Source: an optimization exercise on an open RTL-to-GDS flow (aim: small area, a short achievable clock period and few clock cycles per item). Production flows keep margins and buffers that such runs may drop.
RTL that was checked went through simulation tests only; none was proved equivalent to the original.
Only the layout flow was run in runs 3 and 4; the RTL was not checked for function there.

==> flow/constraint.sdc <==
create_clock -name core_clock -period 11.0 [get_ports {clk}]
set_input_delay 2.2000 -clock core_clock [delete_from_list [all_inputs] [get_ports {clk}]]
set_output_delay 2.2000 -clock core_clock [all_outputs]
set_load 0.01 [all_outputs]
==> flow/run.sh <==
#!/bin/bash
# synth_recipe.tcl (not shown) runs the flow's synth.tcl, then flattens the netlist and writes it again
# the make line also repeats each setting of config.mk as NAME=value (left out here)
make -C /OpenROAD-flow-scripts/flow DESIGN_CONFIG=/design/flow/config.mk WORK_HOME=/design/flow/orfs CLKGATE_MAP_FILE= SYNTH_SCRIPT=/design/flow/synth_recipe.tcl finish
==> flow/config.mk <==
export PLATFORM = sky130hd
export DESIGN_NAME = running_mean_variance
export DESIGN_NICKNAME = running_mean_variance
export VERILOG_FILES = /design/flow/design.v
export SDC_FILE = /design/flow/constraint.sdc
export NUM_CORES = 4
export LEC_CHECK = 0
export CAP_MARGIN = 20
export CORE_MARGIN = 2
export CORE_UTILIZATION = 40
export SLEW_MARGIN = 20
==> flow/design.v <==
`timescale 1ns / 1ps
package rmv_pkg;
	localparam int COUNT_BITS = 14;
	localparam int SAMPLE_W = 16;
	localparam int CNT_W    = COUNT_BITS + 1;             
	localparam int SUM_W    = SAMPLE_W + COUNT_BITS;      
	localparam int SQ_W     = 2 * SAMPLE_W - 2 + COUNT_BITS + 1;  
	localparam int D_W      = 2 * (SAMPLE_W + COUNT_BITS) - 2;    
	localparam int VAR_W    = 31;
	localparam int DIVR_W   = 2 * COUNT_BITS + 1;         
	localparam int RES_W    = 16;
endpackage
`timescale 1ns / 1ps
module running_mean_variance (
	input  logic                 clk,
	input  logic                 arst_n,
	input  logic                 in_valid,
	output logic                 in_ready,
	input  logic [rmv_pkg::SAMPLE_W-1:0]  in_sample,
	input  logic                 in_restart,
	output logic                 out_valid,
	input  logic                 out_ready,
	output logic [rmv_pkg::CNT_W-1:0]     out_count,
	output logic [rmv_pkg::SAMPLE_W-1:0]  out_mean,
	output logic [rmv_pkg::VAR_W-1:0]     out_variance,
	output logic [rmv_pkg::RES_W-1:0]     out_std_dev,
	output logic [rmv_pkg::RES_W-1:0]     out_std_err_mean,
	output logic                 out_variance_invalid,
	output logic                 out_overflow,
	input  logic                 cfg_valid,
	output logic                 cfg_ready,
	input  logic                 cfg_data
);
	localparam int CW = rmv_pkg::CNT_W;      
	localparam int SW = rmv_pkg::SUM_W;      
	localparam int QW = rmv_pkg::SQ_W;       
	localparam int DW = rmv_pkg::D_W;        
	localparam int VW = rmv_pkg::VAR_W;      
	localparam int RW = rmv_pkg::DIVR_W;     
	localparam int HW = rmv_pkg::RES_W;      
	logic                 bessel_q;
	logic [CW-1:0]        n_q;
	logic signed [SW-1:0] s_q;
	logic [QW-1:0]        q_q;
	logic                 x_full_q;
	logic [31:0]          x_q;
	logic                 xr_q;
	logic                 s1_run_q;
	logic                 s1_done_q;
	logic [4:0]           t_q;
	logic                 ovf1_q;
	logic                 rst1_q;
	logic                 xbit_q;
	logic                 sbit_q;
	logic                 nbit_q;
	logic                 first_q;
	logic [DW-1:0]        acc_q;
	logic [13:0]          mrem_q;
	logic [15:0]          mq_q;
	logic                 s2_run_q;
	logic [5:0]           s_cnt_q;
	logic                 valid_q;
	logic [RW-1:0]        dv_q;
	logic [CW-1:0]        n2_q;
	logic [RW-2:0]        rem_q;
	logic [VW-1:0]        vq_q;
	logic [HW-1:0]        mean2_q;
	logic                 ovf2_q;
	logic                 inv2_q;
	logic [13:0]          wrem_q;
	logic [1:0]           wq_q;
	logic [16:0]          rv_q;
	logic [HW-1:0]        rootv_q;
	logic [16:0]          rw_q;
	logic [HW-1:0]        rootw_q;
	logic accept, handoff, upd, s2_free, ovf_new;
	assign in_ready  = !x_full_q;
	assign cfg_ready = 1'b1;
	assign accept    = in_valid && !x_full_q;
	assign s2_free   = !s2_run_q && (!valid_q || out_ready);
	assign handoff   = s1_done_q && s2_free;
	assign upd       = x_full_q && (!s1_run_q && (!s1_done_q || s2_free));
	assign ovf_new   = !xr_q && n_q[CW-1];
	assign out_valid            = valid_q;
	assign out_count            = n2_q;
	assign out_mean             = mean2_q;
	assign out_variance         = vq_q;
	assign out_std_dev          = rootv_q;
	assign out_std_err_mean     = rootw_q;
	assign out_variance_invalid = inv2_q;
	assign out_overflow         = ovf2_q;
	always_ff @(posedge clk or negedge arst_n) begin
		if (!arst_n) begin
			x_full_q  <= 1'b0;
			s1_run_q  <= 1'b0;
			s1_done_q <= 1'b0;
			t_q       <= '0;
			s2_run_q  <= 1'b0;
			s_cnt_q   <= '0;
			valid_q   <= 1'b0;
		end else begin
			if (accept) begin
				x_full_q <= 1'b1;
			end else if (s1_run_q && t_q == 5'd16) begin
				x_full_q <= 1'b0;
			end
			if (upd) begin
				s1_run_q  <= 1'b1;
				s1_done_q <= 1'b0;
				t_q       <= 5'd1;
			end else if (s1_run_q) begin
				t_q <= t_q + 5'd1;
				if (t_q == 5'd31) begin
					s1_run_q  <= 1'b0;
					s1_done_q <= 1'b1;
				end
			end else if (handoff) begin
				s1_done_q <= 1'b0;
			end
			if (handoff) begin
				s2_run_q <= 1'b1;
				s_cnt_q  <= 6'd1;
				valid_q  <= 1'b0;
			end else if (s2_run_q) begin
				s_cnt_q <= s_cnt_q + 6'd1;
				if (s_cnt_q == 6'd33) begin
					s2_run_q <= 1'b0;
					valid_q  <= 1'b1;
				end
			end else if (valid_q && out_ready) begin
				valid_q <= 1'b0;
			end
		end
	end
	logic [43:0] sq_add;
	logic        sq_neg;
	always_comb begin
		sq_neg = (t_q == 5'd16);
		sq_add = {{12{x_q[31]}}, x_q};
		if (sq_neg) sq_add = ~sq_add;
	end
	always_ff @(posedge clk or negedge arst_n) begin
		if (!arst_n) begin
			bessel_q <= 1'b0;
			n_q      <= '0;
			s_q      <= '0;
			q_q      <= '0;
			dv_q     <= '0;
			n2_q     <= '0;
		end else begin
			if (cfg_valid) begin
				bessel_q <= cfg_data;
			end
			if (upd) begin
				if (xr_q) begin
					n_q <= CW'(1);
					s_q <= {{(SW-16){x_q[15]}}, x_q[15:0]};
					q_q <= '0;
				end else if (!ovf_new) begin
					n_q <= n_q + CW'(1);
					s_q <= s_q + {{(SW-16){x_q[15]}}, x_q[15:0]};
				end
			end else if (s1_run_q && t_q <= 5'd16 && !ovf1_q && xbit_q) begin
				q_q <= q_q + QW'({sq_add[43], sq_add}) + QW'(sq_neg);
			end
			if (cfg_valid && cfg_data != bessel_q) begin
				dv_q <= cfg_data ? dv_q - RW'(n2_q) : dv_q + RW'(n2_q);
			end else if (handoff) begin
				n2_q <= n_q;
				if (rst1_q) begin
					dv_q <= RW'(!bessel_q);
				end else if (!ovf1_q) begin
					dv_q <= dv_q + RW'({n2_q, 1'b1}) - RW'(bessel_q);
				end
			end
		end
	end
	logic [SW-1:0]   s_abs;
	logic [14:0]     mrem_sh;
	logic [15:0]     mrem_sub;
	logic [DW-1:0]   h_n, h_s, h_next, s_ext;
	logic [4:0]      jsel;
	always_comb begin
		s_abs    = s_q[SW-1] ? SW'(-s_q) : SW'(s_q);
		mrem_sh  = {mrem_q, mq_q[15]};
		mrem_sub = {1'b0, mrem_sh} - {1'b0, n_q};
		h_n      = nbit_q ? DW'(q_q) : '0;
		s_ext    = {{(DW-SW){s_q[SW-1]}}, s_q};
		h_s      = sbit_q ? (first_q ? s_ext : -s_ext) : '0;
		h_next   = (first_q ? '0 : {acc_q[DW-2:0], 1'b0}) + h_n + h_s;
		jsel     = 5'd30 - t_q;
	end
	always_ff @(posedge clk) begin
		if (accept) begin
			x_q  <= {{16{in_sample[15]}}, in_sample};
			xr_q <= in_restart;
		end else if (s1_run_q && t_q <= 5'd16) begin
			x_q <= {x_q[30:0], 1'b0};
		end
		if (upd) begin
			ovf1_q <= ovf_new;
			rst1_q <= xr_q;
			xbit_q <= x_q[0];
		end else if (s1_run_q) begin
			xbit_q  <= x_q[{t_q[3:0], 1'b0} - 5'd1];
			sbit_q  <= (jsel < 5'd30) ? s_q[jsel] : 1'b0;
			nbit_q  <= (jsel < 5'd15) ? n_q[jsel[3:0]] : 1'b0;
			first_q <= (t_q == 5'd1);
			if (t_q >= 5'd2) begin
				acc_q <= h_next;
			end
			if (t_q == 5'd1) begin
				mrem_q <= s_abs[29:16];
				mq_q   <= s_abs[15:0];
			end else if (t_q <= 5'd17) begin
				mrem_q <= mrem_sub[15] ? mrem_sh[13:0] : mrem_sub[13:0];
				mq_q   <= {mq_q[14:0], !mrem_sub[15]};
			end
		end
	end
	logic [RW-1:0] rem_sh;
	logic [RW:0]   rem_sub;
	logic          qbit;
	logic [14:0]   wrem_sh;
	logic [15:0]   wrem_sub;
	logic          wbit;
	logic [18:0]   tv, tw;
	logic [18:0]   subv, subw;
	logic          sq_v_step, sq_w_step;
	logic [1:0]    pv, pw;
	always_comb begin
		rem_sh   = {rem_q, vq_q[VW-1]};
		rem_sub  = {1'b0, rem_sh} - {1'b0, dv_q};
		qbit     = !rem_sub[RW] && !inv2_q;
		wrem_sh  = {wrem_q, vq_q[0]};
		wrem_sub = {1'b0, wrem_sh} - {1'b0, n2_q};
		wbit     = !wrem_sub[15];
		sq_v_step = !s_cnt_q[0] && s_cnt_q >= 6'd2 && s_cnt_q <= 6'd32;
		sq_w_step = s_cnt_q[0] && s_cnt_q >= 6'd3 && s_cnt_q <= 6'd33;
		pv        = {vq_q[1] && s_cnt_q != 6'd2, vq_q[0]};
		pw        = {wq_q[1] && s_cnt_q != 6'd3, wq_q[0]};
		tv        = {rv_q, pv};
		tw        = {rw_q, pw};
		subv      = tv - {1'b0, rootv_q, 2'b01};
		subw      = tw - {1'b0, rootw_q, 2'b01};
	end
	always_ff @(posedge clk) begin
		if (handoff) begin
			rem_q   <= {1'b0, acc_q[DW-1:VW]};
			vq_q    <= acc_q[VW-1:0];
			mean2_q <= s_q[SW-1] ? -mq_q : mq_q;
			ovf2_q  <= ovf1_q;
			inv2_q  <= bessel_q && (n_q == CW'(1));
			rv_q    <= '0;
			rootv_q <= '0;
			rw_q    <= '0;
			rootw_q <= '0;
			wrem_q  <= '0;
		end else if (s2_run_q) begin
			if (s_cnt_q <= 6'd31) begin
				rem_q <= qbit ? rem_sub[RW-2:0] : rem_sh[RW-2:0];
				vq_q  <= {vq_q[VW-2:0], qbit};
			end
			if (s_cnt_q >= 6'd2 && s_cnt_q <= 6'd32) begin
				wrem_q <= wbit ? wrem_sub[13:0] : wrem_sh[13:0];
				wq_q   <= {wq_q[0], wbit};
			end
			if (sq_v_step) begin
				if (!subv[18]) begin
					rv_q    <= subv[16:0];
					rootv_q <= {rootv_q[14:0], 1'b1};
				end else begin
					rv_q    <= tv[16:0];
					rootv_q <= {rootv_q[14:0], 1'b0};
				end
			end
			if (sq_w_step) begin
				if (!subw[18]) begin
					rw_q    <= subw[16:0];
					rootw_q <= {rootw_q[14:0], 1'b1};
				end else begin
					rw_q    <= tw[16:0];
					rootw_q <= {rootw_q[14:0], 1'b0};
				end
			end
		end
	end
endmodule
==> results of run 1 <==
registers in the layout, summed over array words and instances, names as in the netlist, 2 cells and up:
name,cells
acc_q,58
q_q,45
x_q,32
vq_q,31
s_q,30
dv_q,29
rem_q,28
rv_q,17
rw_q,17
mean2_q,16
mq_q,16
rootv_q,16
rootw_q,16
n2_q,15
n_q,15
mrem_q,14
wrem_q,14
s_cnt_q,6
t_q,5
wq_q,2
routing by layer:
metal / global-route usage (%) / up-vias
met4: 5.84 / 0
met5: 0 / -
met3: 2.20 / 133
met2: 36.0 / 658
li1: - / 15200
met1: 29.6 / 14500
worst max-delay path: cells and delay by family (launching register included):
| family | cells | cell delay (ns) |
|---|---|---|
| AO/OA/AOI/OAI | 8 | 1.92 |
| adder cells (fa/ha/maj) | 3 | 0.94 |
| buffers and inverters | 3 | 0.28 |
| flip-flops | 1 | 0.43 |
| AND/OR/NAND/NOR | 11 | 3.35 |
cell usage after synthesis (10+ instances only):
library cell / instances
sky130_fd_sc_hd__dfrtp_1: 151
sky130_fd_sc_hd__a221o_1: 10
sky130_fd_sc_hd__a221oi_1: 25
sky130_fd_sc_hd__or2_2: 14
sky130_fd_sc_hd__mux4_2: 14
sky130_fd_sc_hd__nand4_1: 30
sky130_fd_sc_hd__nand2b_1: 89
sky130_fd_sc_hd__and3_1: 31
sky130_fd_sc_hd__and2_1: 24
sky130_fd_sc_hd__nor3_1: 66
sky130_fd_sc_hd__nor2b_1: 61
sky130_fd_sc_hd__buf_1: 13
sky130_fd_sc_hd__a21o_1: 118
sky130_fd_sc_hd__ha_1: 319
sky130_fd_sc_hd__dfxtp_1: 81
sky130_fd_sc_hd__a31o_2: 16
sky130_fd_sc_hd__nand3_1: 75
sky130_fd_sc_hd__a31oi_1: 38
sky130_fd_sc_hd__o21a_1: 52
sky130_fd_sc_hd__a21oi_1: 370
sky130_fd_sc_hd__o21bai_1: 23
sky130_fd_sc_hd__or3_1: 21
sky130_fd_sc_hd__o31ai_1: 21
sky130_fd_sc_hd__edfxtp_1: 205
sky130_fd_sc_hd__inv_1: 301
sky130_fd_sc_hd__nand2_1: 588
sky130_fd_sc_hd__xor2_1: 156
sky130_fd_sc_hd__a211oi_1: 53
sky130_fd_sc_hd__fa_1: 52
sky130_fd_sc_hd__clkbuf_1: 161
sky130_fd_sc_hd__nor4_1: 14
sky130_fd_sc_hd__o21ai_0: 311
sky130_fd_sc_hd__nor2_1: 252
sky130_fd_sc_hd__xnor2_1: 207
sky130_fd_sc_hd__mux2i_1: 80
sky130_fd_sc_hd__o211ai_1: 21
final cells by class:
| cell class | instances | area share (%) |
|---|---|---|
| clock buffer | 74 | 4.01 |
| sequential | 437 | 28.3 |
| timing repair buffer | 157 | 3.64 |
| antenna | 1 | 0.00613 |
| tap | 1176 | 3.61 |
| multi-input combinational | 3331 | 56.2 |
| inverter | 312 | 2.88 |
| clock inverter | 32 | 1.30 |
placed cells by master, fill, tap and decap left out, types with 52 or more instances in the layout:
cell type / Yosys / layout
sky130_fd_sc_hd__clkdlybuf4s50_1: 0 / 119
sky130_fd_sc_hd__a21o_1: 118 / 118
sky130_fd_sc_hd__a21oi_1: 370 / 368
sky130_fd_sc_hd__dfrtp_1: 151 / 151
sky130_fd_sc_hd__nand2_1: 588 / 586
sky130_fd_sc_hd__nor2_1: 252 / 249
sky130_fd_sc_hd__fa_1: 52 / 52
sky130_fd_sc_hd__a211oi_1: 53 / 53
sky130_fd_sc_hd__nand2b_1: 89 / 89
sky130_fd_sc_hd__nor3_1: 66 / 66
sky130_fd_sc_hd__o21ai_0: 311 / 310
sky130_fd_sc_hd__dfxtp_1: 81 / 81
sky130_fd_sc_hd__inv_1: 301 / 300
sky130_fd_sc_hd__xor2_1: 156 / 156
sky130_fd_sc_hd__clkbuf_16: 0 / 61
sky130_fd_sc_hd__nand3_1: 75 / 75
sky130_fd_sc_hd__ha_1: 319 / 319
sky130_fd_sc_hd__xnor2_1: 207 / 205
sky130_fd_sc_hd__o21a_1: 52 / 52
sky130_fd_sc_hd__mux2i_1: 80 / 80
sky130_fd_sc_hd__nor2b_1: 61 / 61
sky130_fd_sc_hd__edfxtp_1: 205 / 205
metrics by stage:
stage	cells	utilization [%]	hold WS, ns
floorplan	4268	-	0.457
global placement	5412	42.9	0.463
detailed placement	5412	42.9	0.471
CTS	5518	45.3	0.480
global route	5519	45.3	0.495
finish	5520	45.3	0.474
worst paths after layout:
path	startpoint	end	cells after the start	slack (ns)
min in group asynchronous	arst_n	bessel_q$_DFFE_PN0P_	1	1.57
max in group asynchronous	arst_n	q_q[12]$_DFFE_PN0P_	3	7.46
max reg2reg	s_q[1]$_DFFE_PN0P_	acc_q[57]$_DFFE_PP_	25	3.86
min	rootw_q[15]$_SDFFE_PP0P_	rootw_q[15]$_SDFFE_PP0P_	2	0.47
min reg2reg	rootw_q[15]$_SDFFE_PP0P_	rootw_q[15]$_SDFFE_PP0P_	2	0.47
max	s_q[1]$_DFFE_PN0P_	acc_q[57]$_DFFE_PP_	25	3.86
cell families (layout without fill, tap and decap cells):
family	count (synthesis)	count (layout)	synth area share (%)
AO/OA/AOI/OAI	1176	1176	20.1
XOR/XNOR	363	363	8.76
adder cells (fa/ha/maj)	371	371	13.9
buffers and inverters	500	575	5.28
flip-flops	437	437	31.8
multiplexers	102	102	3.32
other	1	2	0.0103
AND/OR/NAND/NOR	1318	1318	16.8
==> results.yml, run 1 <==
status:
  status: "timing/DRC/antenna clean"
cells_and_area:
  seqCellArea_um2: 11600
  areaGrowthSynthToFinish_pct: 12.4
  fin_nets: 4689
  layout_fillers: 8915
  multiInputGateArea_um2: 22900
  drive_above_1_share_pct: 5.30
  final_design_area_no_fill_um2: 40800
setup_path:
  start_kind: "flip-flop"
  endpoint_kind: "flip-flop"
  crit_slowest_cell: "sky130_fd_sc_hd__or4_4"
  critical_path_class: "reg2reg"
  largest_stage_delay_on_the_critical_path_ns: 0.56
  worst_ep_arrival_time_ns: 7.58
  worstPathMaxFanout: 9
  cp.required_ns: 11.44
floorplanning:
  die_height_um: 305
  number_of_placed_i_o_pins: 122
  dieArea_um2: 93200
  core_um2: 90000
  initial_standard_cell_utilization_of_the_core_pct: 40.3
  die_width_um: 305
  rows: 110
placement:
  detailedPlacementHpwl_um: 75900
  place_worst_setup_slack_ns: 3.92
  placement.cell_area_um2: 38600
  gp_congestion: 0.893
  port_buffers: 120
detailed_routing:
  route.antenna.remaining_nets: 0
  route.layer.met1.wl_um: 47600
  routed-wl-met3_um: 4140
  drt_first_iter_violations: 2071
  dr.max_layer_used: "met4"
  dr.pass1.iters: 5
  via_count: 30500
  routedWlPerCell_um: 18.5
  routed_wirelength_um: 102000
  avgViaCountPerCell: 5.53
  route.detailed.drc: 0
  detailroute.wirelength.met2_um: 47900
grt:
  antenna_found_initial: 1
  combined_global_route_utilization_of_all_metal_layers_pct: 21.5
  first_global_vias: 29200
  grt_start_max_net_pins: 81
  overflow: 0
  grt_pass1_wl_um: 162000
clock_tree:
  cts_resized: 0
  clkLatencyLatePin_ns: 0.64
  cts_inserted_buffers: 56
  ctsRootBufferMaster: "sky130_fd_sc_hd__clkbuf_16"
  clkTransAtPathRegs_ns: 0.06
  cts_max_path_buffers: 3
  tritoncts: "done"
  cts_hold_buffers: 0
  cts_max_level: 2
  cts_num_sinks: 437
  post_cts_buffers: 0
synth:
  synth-edff-count: 205
  ys_types: 91
  post_synth.cell_area_avg_um2: 8.51
  netlist.top_cell.by_area: "sky130_fd_sc_hd__edfxtp_1"
  dominantRegCellSynth: "sky130_fd_sc_hd__edfxtp_1"
  synthesis.instances: 4268
  synth.net_count: 4662
  synth-async-reset-ratio_pct: 34.6
  syn_area_um2: 36300
  synthTopCellsByArea: "sky130_fd_sc_hd__edfxtp_1, sky130_fd_sc_hd__ha_1, sky130_fd_sc_hd__dfrtp_1"
  synth-seq-area-share_pct: 31.8
  post-synth-top-area-fraction_pct: 17.0
  yosys_warnings: 1
  postSynthRegisterBits: 437
timing:
  finalSetupTns_ns: 0
  timing_max_transition_violations_final: 0
  finalHoldViolations: 0
  fmax_mhz: 140
  post_route_setup_slack_ns: 3.86
  max_slew.worst_pin.slew_ns: 1.07
  min_period_ns: 7.14
  rsz0062_at_grt: "no"
  finalSetupViolCount: 0
  final.period_utilization_pct: 64.9
  slew_hr_pct: 28.6
  clock_skew_ns: 0.0231
hold_path:
  worstHoldPathType: "reg2reg"
flow_run:
  timing.max_cap.violations: 0
Testbench counts, summed over its fixed seeds: cycles 54,672, items 1,600.
==> run 2, diff against run 1 <==
--- a/flow/design.v
+++ b/flow/design.v
@@ -40,4 +40,5 @@
 	localparam int HW = rmv_pkg::RES_W;      
 	logic                 bessel_q;
+	logic                 cfg_chg_q;
 	logic [CW-1:0]        n_q;
 	logic signed [SW-1:0] s_q;
@@ -133,14 +134,28 @@
 		end
 	end
-	logic [43:0] sq_add;
-	logic        sq_neg;
+	logic [QW-1:0] sq_add;
+	logic          sq_neg;
+	logic [QW:0]   q_sum;
+	logic [RW-1:0] dv_op;
+	logic          dv_cin, cfg_chg;
+	logic [RW:0]   dv_sum;
 	always_comb begin
 		sq_neg = (t_q == 5'd16);
-		sq_add = {{12{x_q[31]}}, x_q};
+		sq_add = {{(QW-32){x_q[31]}}, x_q};
 		if (sq_neg) sq_add = ~sq_add;
+		q_sum  = {q_q, 1'b1} + {sq_add, sq_neg};
+		cfg_chg = cfg_chg_q;
+		dv_op   = {{(RW-CW-1){1'b0}}, n2_q, !bessel_q};
+		dv_cin  = 1'b0;
+		if (cfg_chg) begin
+			dv_op  = {{(RW-CW){bessel_q}}, bessel_q ? ~n2_q : n2_q};
+			dv_cin = bessel_q;
+		end
+		dv_sum = {dv_q, 1'b1} + {dv_op, dv_cin};
 	end
 	always_ff @(posedge clk or negedge arst_n) begin
 		if (!arst_n) begin
 			bessel_q <= 1'b0;
+			cfg_chg_q <= 1'b0;
 			n_q      <= '0;
 			s_q      <= '0;
@@ -149,4 +164,5 @@
 			n2_q     <= '0;
 		end else begin
+			cfg_chg_q <= cfg_valid && (cfg_data != bessel_q);
 			if (cfg_valid) begin
 				bessel_q <= cfg_data;
@@ -162,8 +178,8 @@
 				end
 			end else if (s1_run_q && t_q <= 5'd16 && !ovf1_q && xbit_q) begin
-				q_q <= q_q + QW'({sq_add[43], sq_add}) + QW'(sq_neg);
-			end
-			if (cfg_valid && cfg_data != bessel_q) begin
-				dv_q <= cfg_data ? dv_q - RW'(n2_q) : dv_q + RW'(n2_q);
+				q_q <= q_sum[QW:1];
+			end
+			if (cfg_chg) begin
+				dv_q <= dv_sum[RW:1];
 			end else if (handoff) begin
 				n2_q <= n_q;
@@ -171,22 +187,28 @@
 					dv_q <= RW'(!bessel_q);
 				end else if (!ovf1_q) begin
-					dv_q <= dv_q + RW'({n2_q, 1'b1}) - RW'(bessel_q);
-				end
-			end
-		end
-	end
-	logic [SW-1:0]   s_abs;
+					dv_q <= dv_sum[RW:1];
+				end
+			end
+		end
+	end
+	logic [13:0]     mrem0;
 	logic [14:0]     mrem_sh;
 	logic [15:0]     mrem_sub;
-	logic [DW-1:0]   h_n, h_s, h_next, s_ext;
+	logic [DW-1:0]   h_a, h_n, h_s, h_x, h_c, s_ext;
+	logic [DW:0]     h_sum;
+	logic            h_cin;
 	logic [4:0]      jsel;
 	always_comb begin
-		s_abs    = s_q[SW-1] ? SW'(-s_q) : SW'(s_q);
+		mrem0    = s_q[SW-1:16] + (s_q[SW-1] ? n_q[13:0] : 14'd0);
 		mrem_sh  = {mrem_q, mq_q[15]};
 		mrem_sub = {1'b0, mrem_sh} - {1'b0, n_q};
+		s_ext    = {{(DW-SW){s_q[SW-1]}}, s_q};
+		h_a      = first_q ? '0 : {acc_q[DW-2:0], 1'b0};
 		h_n      = nbit_q ? DW'(q_q) : '0;
-		s_ext    = {{(DW-SW){s_q[SW-1]}}, s_q};
-		h_s      = sbit_q ? (first_q ? s_ext : -s_ext) : '0;
-		h_next   = (first_q ? '0 : {acc_q[DW-2:0], 1'b0}) + h_n + h_s;
+		h_s      = sbit_q ? (first_q ? s_ext : ~s_ext) : '0;
+		h_cin    = sbit_q && !first_q;
+		h_x      = h_a ^ h_n ^ h_s;
+		h_c      = (h_a & h_n) | (h_a & h_s) | (h_n & h_s);
+		h_sum    = {1'b0, h_x} + {1'b0, h_c[DW-2:0], h_cin};
 		jsel     = 5'd30 - t_q;
 	end
@@ -208,9 +230,9 @@
 			first_q <= (t_q == 5'd1);
 			if (t_q >= 5'd2) begin
-				acc_q <= h_next;
+				acc_q <= h_sum[DW-1:0];
 			end
 			if (t_q == 5'd1) begin
-				mrem_q <= s_abs[29:16];
-				mq_q   <= s_abs[15:0];
+				mrem_q <= mrem0;
+				mq_q   <= s_q[15:0];
 			end else if (t_q <= 5'd17) begin
 				mrem_q <= mrem_sub[15] ? mrem_sh[13:0] : mrem_sub[13:0];
@@ -249,5 +271,5 @@
 			rem_q   <= {1'b0, acc_q[DW-1:VW]};
 			vq_q    <= acc_q[VW-1:0];
-			mean2_q <= s_q[SW-1] ? -mq_q : mq_q;
+			mean2_q <= mq_q + HW'(s_q[SW-1] && mrem_q != '0);
 			ovf2_q  <= ovf1_q;
 			inv2_q  <= bessel_q && (n_q == CW'(1));
==> results.yml, run 2 <==
status:
  status: "timing/DRC/antenna clean"
grt:
  overflow: 0
  global_route.usage.met1_pct: 29.3
  grt_pass1_wl_um: 150000
  grt.met3_usage_pct: 2.25
  combined_global_route_utilization_of_all_metal_layers_pct: 20.7
  grt.busiest_layer: "met2"
  use_met2_pct: 33.5
  grt_start_max_net_pins: 84
  first_global_vias: 27000
  antenna_found_initial: 0
detailed_routing:
  routedWlPerCell_um: 18.2
  routed_wirelength_um: 93600
  via_count: 28200
  dr.pass1.iters: 5
  drt_first_iter_violations: 1901
  route.detailed.drc: 0
  route.antenna.remaining_nets: 0
  avgViaCountPerCell: 5.49
synth:
  postSynthRegisterBits: 438
  synth-seq-area-share_pct: 33.5
  post-synth-top-count-cell: "sky130_fd_sc_hd__nand2_1"
  synth-edff-count: 205
  yosys-top-cells-count: "sky130_fd_sc_hd__nand2_1, sky130_fd_sc_hd__a21oi_1, sky130_fd_sc_hd__ha_1, sky130_fd_sc_hd__o21ai_0, sky130_fd_sc_hd__nor2_1"
  dominantRegCellSynth: "sky130_fd_sc_hd__edfxtp_1"
  post-synth-top-area-fraction_pct: 17.8
  yosys_warnings: 1
  synth-async-reset-ratio_pct: 34.7
  synthesis.instances: 3914
  synth.net_count: 4281
  ys_types: 102
  synthTopCellsByArea: "sky130_fd_sc_hd__edfxtp_1, sky130_fd_sc_hd__dfrtp_1, sky130_fd_sc_hd__ha_1"
  post_synth.cell_area_avg_um2: 8.83
  netlist.top_cell.by_area: "sky130_fd_sc_hd__edfxtp_1"
  syn_area_um2: 34600
setup_path:
  critPathLaunch: "first_q$_DFFE_PP_"
  reg2reg_slack_ns: 5.57
  worstPathMaxFanout: 47
  worst_r2r_path_depth: 16
  worst_ep_arrival_time_ns: 5.80
  cp.required_ns: 11.37
  critical_path_class: "reg2reg"
  start_kind: "flip-flop"
  critical_path.endpoint: "acc_q[56]$_DFFE_PP_"
  critical_path.reg2reg.startpoint: "first_q$_DFFE_PP_"
  timing.rr.end: "acc_q[56]$_DFFE_PP_"
  endpoint_kind: "flip-flop"
floorplanning:
  number_of_placed_i_o_pins: 122
  core_um2: 85400
  die_width_um: 298
  dieArea_um2: 88800
  initial_standard_cell_utilization_of_the_core_pct: 40.5
  die_height_um: 298
  rows: 107
cells_and_area:
  final_design_area_no_fill_um2: 38700
  layout_fillers: 8427
  largest_register_ff_count: 58
  areaGrowthSynthToFinish_pct: 11.9
  top_regs: "acc_q: 58 flops, q_q: 45 flops, x_q: 32 flops"
  seqCellArea_um2: 11600
  fin_nets: 4318
  mostFrequentLayoutCells: "sky130_fd_sc_hd__nand2_1, sky130_fd_sc_hd__a21oi_1, sky130_fd_sc_hd__ha_1"
  fin_cells: 5142
  layout_commonest_cell: "sky130_fd_sc_hd__nand2_1"
  multiInputGateArea_um2: 21800
  drive_above_1_share_pct: 5.23
  registers.top_by_ff_count: "acc_q"
timing:
  finalSetupTns_ns: 0
  timing_max_transition_violations_final: 0
  finalHoldViolations: 0
  slew_hr_pct: 27.2
  final.period_utilization_pct: 49.4
  max_slew.worst_pin.slew_ns: 1.09
  rsz0062_at_grt: "no"
  timing.hold.ws_ns: 0.479
  clock_skew_ns: 0.0239
  min_period_ns: 5.43
  finalSetupViolCount: 0
  fmax_mhz: 184
clock_tree:
  tritoncts: "done"
  ctsRootBufferMaster: "sky130_fd_sc_hd__clkbuf_16"
  cts_num_sinks: 438
  cts_hold_buffers: 0
  cts_inserted_buffers: 54
  post_cts_buffers: 0
  cts_max_level: 2
  clkTransAtPathRegs_ns: 0.06
  clkLatencyLatePin_ns: 0.64
  cts_max_path_buffers: 3
  cts_resized: 0
placement:
  detailedPlacementHpwl_um: 70600
  placement.cell_area_um2: 36900
  gp_congestion: 0.923
  port_buffers: 120
  post-place-cells: 5039
flow_run:
  timing.max_cap.violations: 0
hold_path:
  worstHoldPathType: "reg2reg"
==> run 2: worst min path at each step <==
stage                              from                        to  depth (start not counted)  slack (ns)
2_1_floorplan    rem_q[27]$_SDFFE_PP0P_    rem_q[27]$_SDFFE_PP0P_                          2        0.46
3_3_place_gp    rootv_q[6]$_SDFFE_PP0P_   rootv_q[7]$_SDFFE_PP0P_                          2        0.47
3_5_place_dp   rootw_q[15]$_SDFFE_PP0P_  rootw_q[15]$_SDFFE_PP0P_                          2        0.48
4_1_cts        rootw_q[15]$_SDFFE_PP0P_  rootw_q[15]$_SDFFE_PP0P_                          2        0.48
5_1_grt         rootv_q[7]$_SDFFE_PP0P_   rootv_q[8]$_SDFFE_PP0P_                          2        0.50
6_report       rootv_q[15]$_SDFFE_PP0P_  rootv_q[15]$_SDFFE_PP0P_                          2        0.48
==> run 2: logic make-up after synthesis <==
family                   synth area share, %
AND/OR/NAND/NOR                         17.1
flip-flops                              33.5
AO/OA/AOI/OAI                           20.1
other                                 0.0108
adder cells (fa/ha/maj)                 13.6
XOR/XNOR                                8.59
multiplexers                            3.26
buffers and inverters                   3.88
==> run 2: layout make-up <==
cell class / count / area share [%]
repair buffers: 154 / 3.77
clock buffers: 71 / 3.71
inverters: 173 / 1.69
diodes: 1 / 0.00647
clock inverters: 31 / 0.909
multi-input cells: 3130 / 56.3
flip-flops and latches: 438 / 29.9
well taps: 1144 / 3.70
==> run 2: stage by stage <==
stage	util, %	setup slack (ns)
after floorplan	-	6.06
after global placement	43.2	5.34
after detailed placement	43.2	5.33
after CTS	45.3	5.59
after global routing	45.3	5.19
final	45.3	5.57
==> run 2: metal layers <==
metal	vias to the layer above	part of all wire (%)
li1	14000	-
met1	13400	47
met2	637	45
met3	130	4.6
met4	0	2.8
met5	-	0
==> run 2: worst max-delay path, cell delays in order, from the launching register on <==
cell	delay, ns
sky130_fd_sc_hd__edfxtp_1	0.32
sky130_fd_sc_hd__buf_4	0.50
sky130_fd_sc_hd__buf_4	0.61
sky130_fd_sc_hd__xnor2_1	0.17
sky130_fd_sc_hd__and2_2	0.80
sky130_fd_sc_hd__fa_1	0.55
sky130_fd_sc_hd__ha_1	0.36
sky130_fd_sc_hd__nand2_1	0.08
sky130_fd_sc_hd__nand2_1	0.05
sky130_fd_sc_hd__a31oi_1	0.14
sky130_fd_sc_hd__o21ai_0	0.12
sky130_fd_sc_hd__a31oi_1	0.24
sky130_fd_sc_hd__o21a_4	0.20
sky130_fd_sc_hd__o21ai_0	0.17
sky130_fd_sc_hd__a21oi_1	0.41
sky130_fd_sc_hd__o21ai_0	0.20
sky130_fd_sc_hd__xor2_1	0.18
Testbench counts of run 2, summed over its fixed seeds: cycles 54,672, items 1,600.
==> run 3, diff against run 2 <==
--- a/flow/design.v
+++ b/flow/design.v
@@ -55,5 +55,4 @@
 	logic                 sbit_q;
 	logic                 nbit_q;
-	logic                 first_q;
 	logic [DW-1:0]        acc_q;
 	logic [13:0]          mrem_q;
@@ -64,14 +63,14 @@
 	logic [RW-1:0]        dv_q;
 	logic [CW-1:0]        n2_q;
-	logic [RW-2:0]        rem_q;
+	logic [RW:0]          rem_q;      
 	logic [VW-1:0]        vq_q;
 	logic [HW-1:0]        mean2_q;
 	logic                 ovf2_q;
 	logic                 inv2_q;
-	logic [13:0]          wrem_q;
+	logic [15:0]          wrem_q;     
 	logic [1:0]           wq_q;
-	logic [16:0]          rv_q;
+	logic [18:0]          rv_q;       
 	logic [HW-1:0]        rootv_q;
-	logic [16:0]          rw_q;
+	logic [18:0]          rw_q;       
 	logic [HW-1:0]        rootw_q;
 	logic accept, handoff, upd, s2_free, ovf_new;
@@ -197,5 +196,4 @@
 	logic [DW-1:0]   h_a, h_n, h_s, h_x, h_c, s_ext;
 	logic [DW:0]     h_sum;
-	logic            h_cin;
 	logic [4:0]      jsel;
 	always_comb begin
@@ -204,11 +202,10 @@
 		mrem_sub = {1'b0, mrem_sh} - {1'b0, n_q};
 		s_ext    = {{(DW-SW){s_q[SW-1]}}, s_q};
-		h_a      = first_q ? '0 : {acc_q[DW-2:0], 1'b0};
+		h_a      = {acc_q[DW-2:0], 1'b0};
 		h_n      = nbit_q ? DW'(q_q) : '0;
-		h_s      = sbit_q ? (first_q ? s_ext : ~s_ext) : '0;
-		h_cin    = sbit_q && !first_q;
+		h_s      = sbit_q ? ~s_ext : '0;
 		h_x      = h_a ^ h_n ^ h_s;
 		h_c      = (h_a & h_n) | (h_a & h_s) | (h_n & h_s);
-		h_sum    = {1'b0, h_x} + {1'b0, h_c[DW-2:0], h_cin};
+		h_sum    = {1'b0, h_x} + {1'b0, h_c[DW-2:0], sbit_q};
 		jsel     = 5'd30 - t_q;
 	end
@@ -228,6 +225,7 @@
 			sbit_q  <= (jsel < 5'd30) ? s_q[jsel] : 1'b0;
 			nbit_q  <= (jsel < 5'd15) ? n_q[jsel[3:0]] : 1'b0;
-			first_q <= (t_q == 5'd1);
-			if (t_q >= 5'd2) begin
+			if (t_q == 5'd1) begin
+				acc_q <= s_q[SW-1] ? s_ext : '0;
+			end else begin
 				acc_q <= h_sum[DW-1:0];
 			end
@@ -241,33 +239,30 @@
 		end
 	end
-	logic [RW-1:0] rem_sh;
-	logic [RW:0]   rem_sub;
+	logic [RW+1:0] rem_sum;
 	logic          qbit;
-	logic [14:0]   wrem_sh;
-	logic [15:0]   wrem_sub;
+	logic [16:0]   wrem_sum;
 	logic          wbit;
-	logic [18:0]   tv, tw;
-	logic [18:0]   subv, subw;
+	logic [19:0]   sumv, sumw;
 	logic          sq_v_step, sq_w_step;
 	logic [1:0]    pv, pw;
 	always_comb begin
-		rem_sh   = {rem_q, vq_q[VW-1]};
-		rem_sub  = {1'b0, rem_sh} - {1'b0, dv_q};
-		qbit     = !rem_sub[RW] && !inv2_q;
-		wrem_sh  = {wrem_q, vq_q[0]};
-		wrem_sub = {1'b0, wrem_sh} - {1'b0, n2_q};
-		wbit     = !wrem_sub[15];
+		rem_sum  = {rem_q[RW-1:0], vq_q[VW-1], 1'b1}
+		         + (rem_q[RW] ? {1'b0, dv_q, 1'b0} : {1'b1, ~dv_q, 1'b1});
+		qbit     = !rem_sum[RW+1] && !inv2_q;
+		wrem_sum = {wrem_q[14:0], vq_q[0], 1'b1}
+		         + (wrem_q[15] ? {1'b0, n2_q, 1'b0} : {1'b1, ~n2_q, 1'b1});
+		wbit     = !wrem_sum[16];
 		sq_v_step = !s_cnt_q[0] && s_cnt_q >= 6'd2 && s_cnt_q <= 6'd32;
 		sq_w_step = s_cnt_q[0] && s_cnt_q >= 6'd3 && s_cnt_q <= 6'd33;
 		pv        = {vq_q[1] && s_cnt_q != 6'd2, vq_q[0]};
 		pw        = {wq_q[1] && s_cnt_q != 6'd3, wq_q[0]};
-		tv        = {rv_q, pv};
-		tw        = {rw_q, pw};
-		subv      = tv - {1'b0, rootv_q, 2'b01};
-		subw      = tw - {1'b0, rootw_q, 2'b01};
+		sumv      = {rv_q[16:0], pv, 1'b1}
+		          + (rv_q[18] ? {1'b0, rootv_q, 2'b11, 1'b0} : {1'b1, ~rootv_q, 2'b10, 1'b1});
+		sumw      = {rw_q[16:0], pw, 1'b1}
+		          + (rw_q[18] ? {1'b0, rootw_q, 2'b11, 1'b0} : {1'b1, ~rootw_q, 2'b10, 1'b1});
 	end
 	always_ff @(posedge clk) begin
 		if (handoff) begin
-			rem_q   <= {1'b0, acc_q[DW-1:VW]};
+			rem_q   <= {3'b0, acc_q[DW-1:VW]};
 			vq_q    <= acc_q[VW-1:0];
 			mean2_q <= mq_q + HW'(s_q[SW-1] && mrem_q != '0);
@@ -281,28 +276,18 @@
 		end else if (s2_run_q) begin
 			if (s_cnt_q <= 6'd31) begin
-				rem_q <= qbit ? rem_sub[RW-2:0] : rem_sh[RW-2:0];
+				rem_q <= rem_sum[RW+1:1];
 				vq_q  <= {vq_q[VW-2:0], qbit};
 			end
 			if (s_cnt_q >= 6'd2 && s_cnt_q <= 6'd32) begin
-				wrem_q <= wbit ? wrem_sub[13:0] : wrem_sh[13:0];
+				wrem_q <= wrem_sum[16:1];
 				wq_q   <= {wq_q[0], wbit};
 			end
 			if (sq_v_step) begin
-				if (!subv[18]) begin
-					rv_q    <= subv[16:0];
-					rootv_q <= {rootv_q[14:0], 1'b1};
-				end else begin
-					rv_q    <= tv[16:0];
-					rootv_q <= {rootv_q[14:0], 1'b0};
-				end
+				rv_q    <= sumv[19:1];
+				rootv_q <= {rootv_q[14:0], !sumv[19]};
 			end
 			if (sq_w_step) begin
-				if (!subw[18]) begin
-					rw_q    <= subw[16:0];
-					rootw_q <= {rootw_q[14:0], 1'b1};
-				end else begin
-					rw_q    <= tw[16:0];
-					rootw_q <= {rootw_q[14:0], 1'b0};
-				end
+				rw_q    <= sumw[19:1];
+				rootw_q <= {rootw_q[14:0], !sumw[19]};
 			end
 		end
==> results.yml, run 3 <==
status:
  status: "timing/DRC/antenna clean"
setup_path:
  worstPathMaxFanout: 85
  crit_slowest_cell: "sky130_fd_sc_hd__buf_4"
  reg2reg_slack_ns: 5.98
  worst_r2r_path_depth: 17
  endpoint_kind: "flip-flop"
  cp.required_ns: 11.38
  timing.rr.end: "q_q[44]$_DFFE_PN0P_"
  path_delay_family: "buffers and inverters"
  largest_stage_delay_on_the_critical_path_ns: 0.82
  start_kind: "primary input"
  critical_path_class: "in2reg"
  critical_path.reg2reg.startpoint: "t_q[0]$_DFFE_PN0P_"
  critPathBufInv: 4
  worst_ep_arrival_time_ns: 5.40
  worstPathCellList: "clkdlybuf4s50_1, inv_1, a21oi_1, nand2_4, inv_4, buf_4, nor4b_1, a211oi_1, nand3_1"
timing:
  finalSetupTns_ns: 0
  final.period_utilization_pct: 45.7
  rsz0062_at_grt: "no"
  max_slew.worst_pin.slew_ns: 1.05
  fmax_mhz: 199
  finalHoldViolations: 0
  timing_max_transition_violations_final: 0
  min_period_ns: 5.02
  clock_skew_ns: 0.0319
  timing.hold.ws_ns: 0.457
  slew_hr_pct: 29.8
  finalSetupViolCount: 0
grt:
  grt.busiest_layer: "met2"
  antenna_found_initial: 0
  overflow: 0
  grt_start_max_net_pins: 102
  grt_pass1_wl_um: 157000
  combined_global_route_utilization_of_all_metal_layers_pct: 21.7
  grt.met3_usage_pct: 2.50
  global_route.usage.met1_pct: 29.7
  first_global_vias: 28000
  use_met2_pct: 36.4
clock_tree:
  cts_resized: 0
  clkLatencyLatePin_ns: 0.63
  cts_max_path_buffers: 3
  clkTransAtPathRegs_ns: 0.06
  cts_inserted_buffers: 56
  cts_hold_buffers: 0
  tritoncts: "done"
  cts_num_sinks: 443
  cts_max_level: 2
  post_cts_buffers: 0
  ctsRootBufferMaster: "sky130_fd_sc_hd__clkbuf_16"
cells_and_area:
  layout_commonest_cell: "sky130_fd_sc_hd__nand2_1"
  layout_fillers: 8519
  diodes: 0
  fin_nets: 4404
  largest_register_ff_count: 58
  registers.top_by_ff_count: "acc_q"
  top_regs: "acc_q: 58 flops, q_q: 45 flops, x_q: 32 flops"
  areaGrowthSynthToFinish_pct: 12.4
  multiInputGateArea_um2: 21800
  drive_above_1_share_pct: 5.71
  fin_cells: 5239
  seqCellArea_um2: 11700
  mostFrequentLayoutCells: "sky130_fd_sc_hd__nand2_1, sky130_fd_sc_hd__a21oi_1, sky130_fd_sc_hd__o21ai_0"
floorplanning:
  die_height_um: 299
  rows: 108
  initial_standard_cell_utilization_of_the_core_pct: 40.2
  core_um2: 86500
  die_width_um: 299
  dieArea_um2: 89300
  number_of_placed_i_o_pins: 122
hold_path:
  worstHoldPathType: "reg2reg"
  hold_path_end: "rw_q[10]$_SDFFE_PP0P_"
  holdPathStages: 2
  hold_path.startpoint: "rw_q[10]$_SDFFE_PP0P_"
synth:
  synth.net_count: 4369
  post_synth.cell_area_avg_um2: 8.69
  ys_types: 94
  dominantRegCellSynth: "sky130_fd_sc_hd__edfxtp_1"
  synth-edff-count: 204
  synthesis.instances: 4002
  yosys_warnings: 1
  synth-async-reset-ratio_pct: 34.3
  synth-seq-area-share_pct: 33.6
  yosys-top-cells-count: "sky130_fd_sc_hd__nand2_1, sky130_fd_sc_hd__a21oi_1, sky130_fd_sc_hd__o21ai_0, sky130_fd_sc_hd__ha_1, sky130_fd_sc_hd__xnor2_1"
  post-synth-top-count-cell: "sky130_fd_sc_hd__nand2_1"
  post-synth-top-area-fraction_pct: 17.6
  syn_area_um2: 34800
  synthTopCellsByArea: "sky130_fd_sc_hd__edfxtp_1, sky130_fd_sc_hd__dfrtp_1, sky130_fd_sc_hd__ha_1"
  postSynthRegisterBits: 443
  netlist.top_cell.by_area: "sky130_fd_sc_hd__edfxtp_1"
detailed_routing:
  avgViaCountPerCell: 5.53
  routedWlPerCell_um: 18.8
  route.detailed.drc: 0
  dr.pass1.iters: 5
  route.antenna.remaining_nets: 0
  routed_wirelength_um: 98400
  drt_first_iter_violations: 2061
  via_count: 29000
placement:
  port_buffers: 120
  detailedPlacementHpwl_um: 71400
  post-place-cells: 5132
  gp_congestion: 0.892
flow_run:
  timing.max_cap.violations: 0
-- run 3: per-stage QoR --
| step | utilization [%] | setup slack (ns) | area (um2) |
|---|---|---|---|
| after floorplan | - | 5.80 | 34800 |
| after global placement | 42.9 | 5.28 | 37100 |
| after detailed placement | 42.9 | 5.27 | 37100 |
| after CTS | 45.1 | 5.92 | 39000 |
| after global routing | 45.2 | 5.56 | 39100 |
| final | 45.2 | 5.98 | 39100 |
-- run 3: layer usage --
layer  up-vias  share of wire (%)
met4         0                2.4
met5         -                  0
met1     13800                 46
li1      14400                  -
met3       134                4.2
met2       640                 47
-- run 3: cell families after synthesis --
family / count (synthesis) / share of synthesized area [%]
xor+xnor: 377 / 9.49
flops: 443 / 33.6
fa+ha+maj: 344 / 13.4
buf+inv: 371 / 4.04
mux: 59 / 2.24
simple gates: 1278 / 17.1
other cells: 1 / 0.0108
compound gates: 1129 / 20.1
-- run 3: area by class of cell --
class / instances / area share (%)
Clock buffer: 68 / 3.99
Inverter: 188 / 1.81
Multi-Input combinational cell: 3188 / 55.8
Tap cell: 1155 / 3.70
Sequential cell: 443 / 29.9
Clock inverter: 37 / 0.954
Timing Repair Buffer: 160 / 3.93
-- run 3: worst max-delay path by stage --
stage / startpoint / endpoint / slack (ns) / depth (start not counted)
floorplan: s_q[29]$_DFFE_PN0P_ / acc_q[49]$_DFFE_PP_ / 5.80 / 12
global route: t_q[0]$_DFFE_PN0P_ / q_q[32]$_DFFE_PN0P_ / 5.56 / 17
detailed placement: out_ready / rem_q[23]$_DFFE_PP_ / 5.27 / 9
finish: out_ready / rem_q[23]$_DFFE_PP_ / 5.98 / 9
CTS: out_ready / rem_q[23]$_DFFE_PP_ / 5.92 / 9
global placement: out_ready / rem_q[23]$_DFFE_PP_ / 5.28 / 9
-- run 3: worst reg2reg max path, stage by stage (launching register included) --
cell and delay (ns):
sky130_fd_sc_hd__dfrtp_1 0.32, sky130_fd_sc_hd__buf_4 0.37, sky130_fd_sc_hd__inv_1 0.21, sky130_fd_sc_hd__ha_1 0.29
sky130_fd_sc_hd__nand4bb_2 0.11, sky130_fd_sc_hd__buf_4 0.50, sky130_fd_sc_hd__xnor2_1 0.14, sky130_fd_sc_hd__ha_1 0.38
sky130_fd_sc_hd__a21oi_1 0.17, sky130_fd_sc_hd__o21ai_0 0.15, sky130_fd_sc_hd__o31ai_2 0.53, sky130_fd_sc_hd__nor2_1 0.13
sky130_fd_sc_hd__a221o_1 0.40, sky130_fd_sc_hd__a221oi_2 0.45, sky130_fd_sc_hd__a211o_1 0.32, sky130_fd_sc_hd__nor2_1 0.10
sky130_fd_sc_hd__o2111ai_1 0.19, sky130_fd_sc_hd__and4_1 0.21
==> run 4, diff against run 3 <==
--- a/flow/design.v
+++ b/flow/design.v
@@ -78,5 +78,5 @@
 	assign cfg_ready = 1'b1;
 	assign accept    = in_valid && !x_full_q;
-	assign s2_free   = !s2_run_q && (!valid_q || out_ready);
+	assign s2_free   = !s2_run_q && !valid_q;
 	assign handoff   = s1_done_q && s2_free;
 	assign upd       = x_full_q && (!s1_run_q && (!s1_done_q || s2_free));
@@ -133,15 +133,10 @@
 		end
 	end
-	logic [QW-1:0] sq_add;
-	logic          sq_neg;
-	logic [QW:0]   q_sum;
+	logic [QW-1:0] q_sum;
 	logic [RW-1:0] dv_op;
 	logic          dv_cin, cfg_chg;
 	logic [RW:0]   dv_sum;
 	always_comb begin
-		sq_neg = (t_q == 5'd16);
-		sq_add = {{(QW-32){x_q[31]}}, x_q};
-		if (sq_neg) sq_add = ~sq_add;
-		q_sum  = {q_q, 1'b1} + {sq_add, sq_neg};
+		q_sum  = q_q + QW'(x_q);
 		cfg_chg = cfg_chg_q;
 		dv_op   = {{(RW-CW-1){1'b0}}, n2_q, !bessel_q};
@@ -177,5 +172,5 @@
 				end
 			end else if (s1_run_q && t_q <= 5'd16 && !ovf1_q && xbit_q) begin
-				q_q <= q_sum[QW:1];
+				q_q <= q_sum;
 			end
 			if (cfg_chg) begin
@@ -212,6 +207,8 @@
 	always_ff @(posedge clk) begin
 		if (accept) begin
-			x_q  <= {{16{in_sample[15]}}, in_sample};
+			x_q  <= {16'b0, in_sample};
 			xr_q <= in_restart;
+		end else if (upd) begin
+			x_q <= {16'b0, x_q[15] ? -x_q[15:0] : x_q[15:0]};
 		end else if (s1_run_q && t_q <= 5'd16) begin
 			x_q <= {x_q[30:0], 1'b0};
==> results.yml, run 4 <==
setup_path:
  start_kind: "flip-flop"
  worstPathMaxFanout: 45
  worst_ep_arrival_time_ns: 5.33
  cp.required_ns: 11.30
  critPathLaunch: "nbit_q$_SDFFCE_PP0P_"
  critPathBufInv: 1
  critical_path_class: "reg2reg"
  worstPathCellList: "buf_4, nand2_1, fa_1, fa_1, nor2b_1, o31a_1, a41oi_1, o41ai_1, a41o_1, a21oi_1, o31ai_1, a31oi_1, o21ai_1, xnor2_1, o21ai_1"
  endpoint_kind: "flip-flop"
  largest_stage_delay_on_the_critical_path_ns: 0.62
  critical_path.reg2reg.startpoint: "nbit_q$_SDFFCE_PP0P_"
  crit_slowest_cell: "sky130_fd_sc_hd__o41ai_1"
  path_delay_family: "compound AO/OA/AOI/OAI gates"
timing:
  finalSetupTns_ns: 0
  finalSetupViolCount: 0
  slew_hr_pct: 31.3
  timing_max_transition_violations_final: 0
  min_period_ns: 5.03
  clock_skew_ns: 0.0323
  rsz0062_at_grt: "no"
  final.period_utilization_pct: 45.7
  finalHoldViolations: 0
  max_slew.worst_pin.slew_ns: 1.03
  fmax_mhz: 199
clock_tree:
  clkTransAtPathRegs_ns: 0.06
  ctsRootBufferMaster: "sky130_fd_sc_hd__clkbuf_16"
  tritoncts: "done"
  cts_max_level: 2
  cts_max_path_buffers: 3
  cts_num_sinks: 443
  cts_hold_buffers: 0
  clkLatencyLatePin_ns: 0.61
  cts_inserted_buffers: 53
  cts_resized: 0
  post_cts_buffers: 0
detailed_routing:
  via_count: 27400
  route.detailed.drc: 0
  route.antenna.remaining_nets: 0
  avgViaCountPerCell: 5.51
  routedWlPerCell_um: 18.3
  dr.pass1.iters: 5
  drt_first_iter_violations: 1676
  routed_wirelength_um: 91100
synth:
  synthTopCellsByArea: "sky130_fd_sc_hd__edfxtp_1, sky130_fd_sc_hd__dfrtp_1, sky130_fd_sc_hd__ha_1"
  ys_types: 93
  syn_area_um2: 33400
  synth-edff-count: 188
  post_synth.cell_area_avg_um2: 8.78
  post-synth-top-count-cell: "sky130_fd_sc_hd__nand2_1"
  yosys-top-cells-count: "sky130_fd_sc_hd__nand2_1, sky130_fd_sc_hd__a21oi_1, sky130_fd_sc_hd__nor2_1, sky130_fd_sc_hd__ha_1, sky130_fd_sc_hd__o21ai_0"
  netlist.top_cell.by_area: "sky130_fd_sc_hd__edfxtp_1"
  synth-async-reset-ratio_pct: 34.3
  yosys_warnings: 1
  synth-seq-area-share_pct: 34.5
  post-synth-top-area-fraction_pct: 16.9
  dominantRegCellSynth: "sky130_fd_sc_hd__edfxtp_1"
  synthesis.instances: 3801
  postSynthRegisterBits: 443
  synth.net_count: 4154
cells_and_area:
  layout_commonest_cell: "sky130_fd_sc_hd__nand2_1"
  largest_register_ff_count: 58
  top_regs: "acc_q: 58 flops, q_q: 45 flops, x_q: 32 flops"
  drive_above_1_share_pct: 5.33
  mostFrequentLayoutCells: "sky130_fd_sc_hd__nand2_1, sky130_fd_sc_hd__a21oi_1, sky130_fd_sc_hd__nor2_1"
  areaGrowthSynthToFinish_pct: 12.6
  finish.utilization_pct: 45.6
  fin_nets: 4215
  fin_cells: 4976
  registers.top_by_ff_count: "acc_q"
floorplanning:
  initial_standard_cell_utilization_of_the_core_pct: 40.5
  dieArea_um2: 85800
  rows: 105
  die_height_um: 293
  number_of_placed_i_o_pins: 122
  core_um2: 82400
  die_width_um: 293
grt:
  overflow: 0
  global_route.usage.met1_pct: 27.3
  grt_pass1_wl_um: 146000
  grt_start_max_net_pins: 90
  grt.busiest_layer: "met2"
  first_global_vias: 26900
  combined_global_route_utilization_of_all_metal_layers_pct: 21.1
  use_met2_pct: 36.8
  antenna_found_initial: 0
  grt.met3_usage_pct: 2.48
status:
  status: "timing/DRC/antenna clean"
hold_path:
  hold_path.startpoint: "rv_q[6]$_SDFFE_PP0P_"
  worstHoldPathType: "reg2reg"
placement:
  gp_congestion: 0.917
  detailedPlacementHpwl_um: 66900
  post-place-cells: 4876
  port_buffers: 120
flow_run:
  timing.max_cap.violations: 0
## run 4: area by class of cell
cell class / instances / area (um2)
Clock inverter: 17 / 248
Multi-Input combinational cell: 3013 / 20600
Timing Repair Buffer: 169 / 1580
Fill cell: 8046 / 44800
Sequential cell: 443 / 11500
Antenna cell: 1 / 2.50
Tap cell: 1070 / 1340
Inverter: 182 / 686
Clock buffer: 81 / 1560
## run 4: final timing paths
| path | end | slack [ns] | cells after the start |
|---|---|---|---|
| worst max-delay path | acc_q[54]$_DFFE_PP_ | 5.97 | 15 |
| worst min-delay path | rv_q[6]$_SDFFE_PP0P_ | 0.46 | 2 |
| worst max register to register | acc_q[54]$_DFFE_PP_ | 5.97 | 15 |
| worst min register to register | rv_q[6]$_SDFFE_PP0P_ | 0.46 | 2 |
| max in group asynchronous | s1_run_q$_DFF_PN0_ | 7.81 | 2 |
| min in group asynchronous | s_q[5]$_DFFE_PN0P_ | 1.66 | 1 |
## run 4: per-stage QoR
stage               hold WS, ns  cell area (um2)  setup WS (ns)
floorplan                 0.432            33400           5.73
global placement          0.444            35700           6.07
detailed placement        0.452            35700           5.98
CTS                       0.458            37500           5.93
global route              0.466            37600           5.57
finish                    0.456            37600           5.97
## run 4: per-layer routing
| layer | vias up | wire length [um] |
|---|---|---|
| met3 | 130 | 3550 |
| met5 | - | 0 |
| met2 | 544 | 43900 |
| li1 | 13700 | - |
| met4 | 0 | 2830 |
| met1 | 13000 | 40800 |
## run 4: kinds of logic (layout without fill, tap and decap cells)
logic type,count (synthesis),after routing,share of synthesized area (%)
compound gates,1075,1075,20.3
xor+xnor,349,349,9.16
fa+ha+maj,330,330,13.5
buf+inv,345,449,3.90
flops,443,443,34.5
mux,55,55,2.21
other cells,1,2,0.0112
simple gates,1203,1203,16.4
## run 4: worst reg2reg max path, cell delays in order (launching register included)
cell and delay (ns):
sky130_fd_sc_hd__edfxtp_1 0.32, sky130_fd_sc_hd__buf_4 0.40, sky130_fd_sc_hd__nand2_1 0.15, sky130_fd_sc_hd__fa_1 0.52, sky130_fd_sc_hd__fa_1 0.44, sky130_fd_sc_hd__nor2b_1 0.18, sky130_fd_sc_hd__o31a_1 0.19, sky130_fd_sc_hd__a41oi_1 0.28
sky130_fd_sc_hd__o41ai_1 0.62, sky130_fd_sc_hd__a41o_1 0.39, sky130_fd_sc_hd__a21oi_1 0.19, sky130_fd_sc_hd__o31ai_1 0.44, sky130_fd_sc_hd__a31oi_1 0.20, sky130_fd_sc_hd__o21ai_1 0.20, sky130_fd_sc_hd__xnor2_1 0.13, sky130_fd_sc_hd__o21ai_1 0.07

static timing again, ports no longer ideal:
In the flow no input, the clock included, has a driving cell. The finished layouts below were timed again as built, in two steps.
Step 1 (the two cells are an assumption about what drives the block):
set clk [get_ports {clk}]
set_driving_cell -lib_cell sky130_fd_sc_hd__clkbuf_16 $clk
set_driving_cell -lib_cell sky130_fd_sc_hd__buf_2 [delete_from_list [all_inputs] $clk]
Step 2 also shifts input and output timing later by t, the mid clock arrival at the registers, as if the neighbouring blocks saw the same clock.
Slacks: no drivers / after step 1 / after step 2; pairs: no drivers / after step 1.
run	shift t [ns]	setup WS [ns]	worst hold slack (ns)	clock arrival spread, ns	worst slew at a driven data input, ns
run 1	0.697	3.861 / 3.861 / 3.861	0.474 / 0.474 / 0.474	0.024 / 0.025	0.07
run 2	0.694	5.570 / 5.570 / 5.570	0.479 / 0.479 / 0.479	0.024 / 0.025	0.06
run 3	0.683	5.977 / 5.977 / 5.338	0.457 / 0.457 / 0.457	0.032 / 0.032	0.05
run 4	0.665	5.968 / 5.968 / 5.968	0.456 / 0.456 / 0.456	0.034 / 0.034	0.04
After both steps every run listed still meets setup and hold. The setup slack of run 3, which loses most, moves by 0.000 ns with the drivers and by -0.639 ns with both steps.
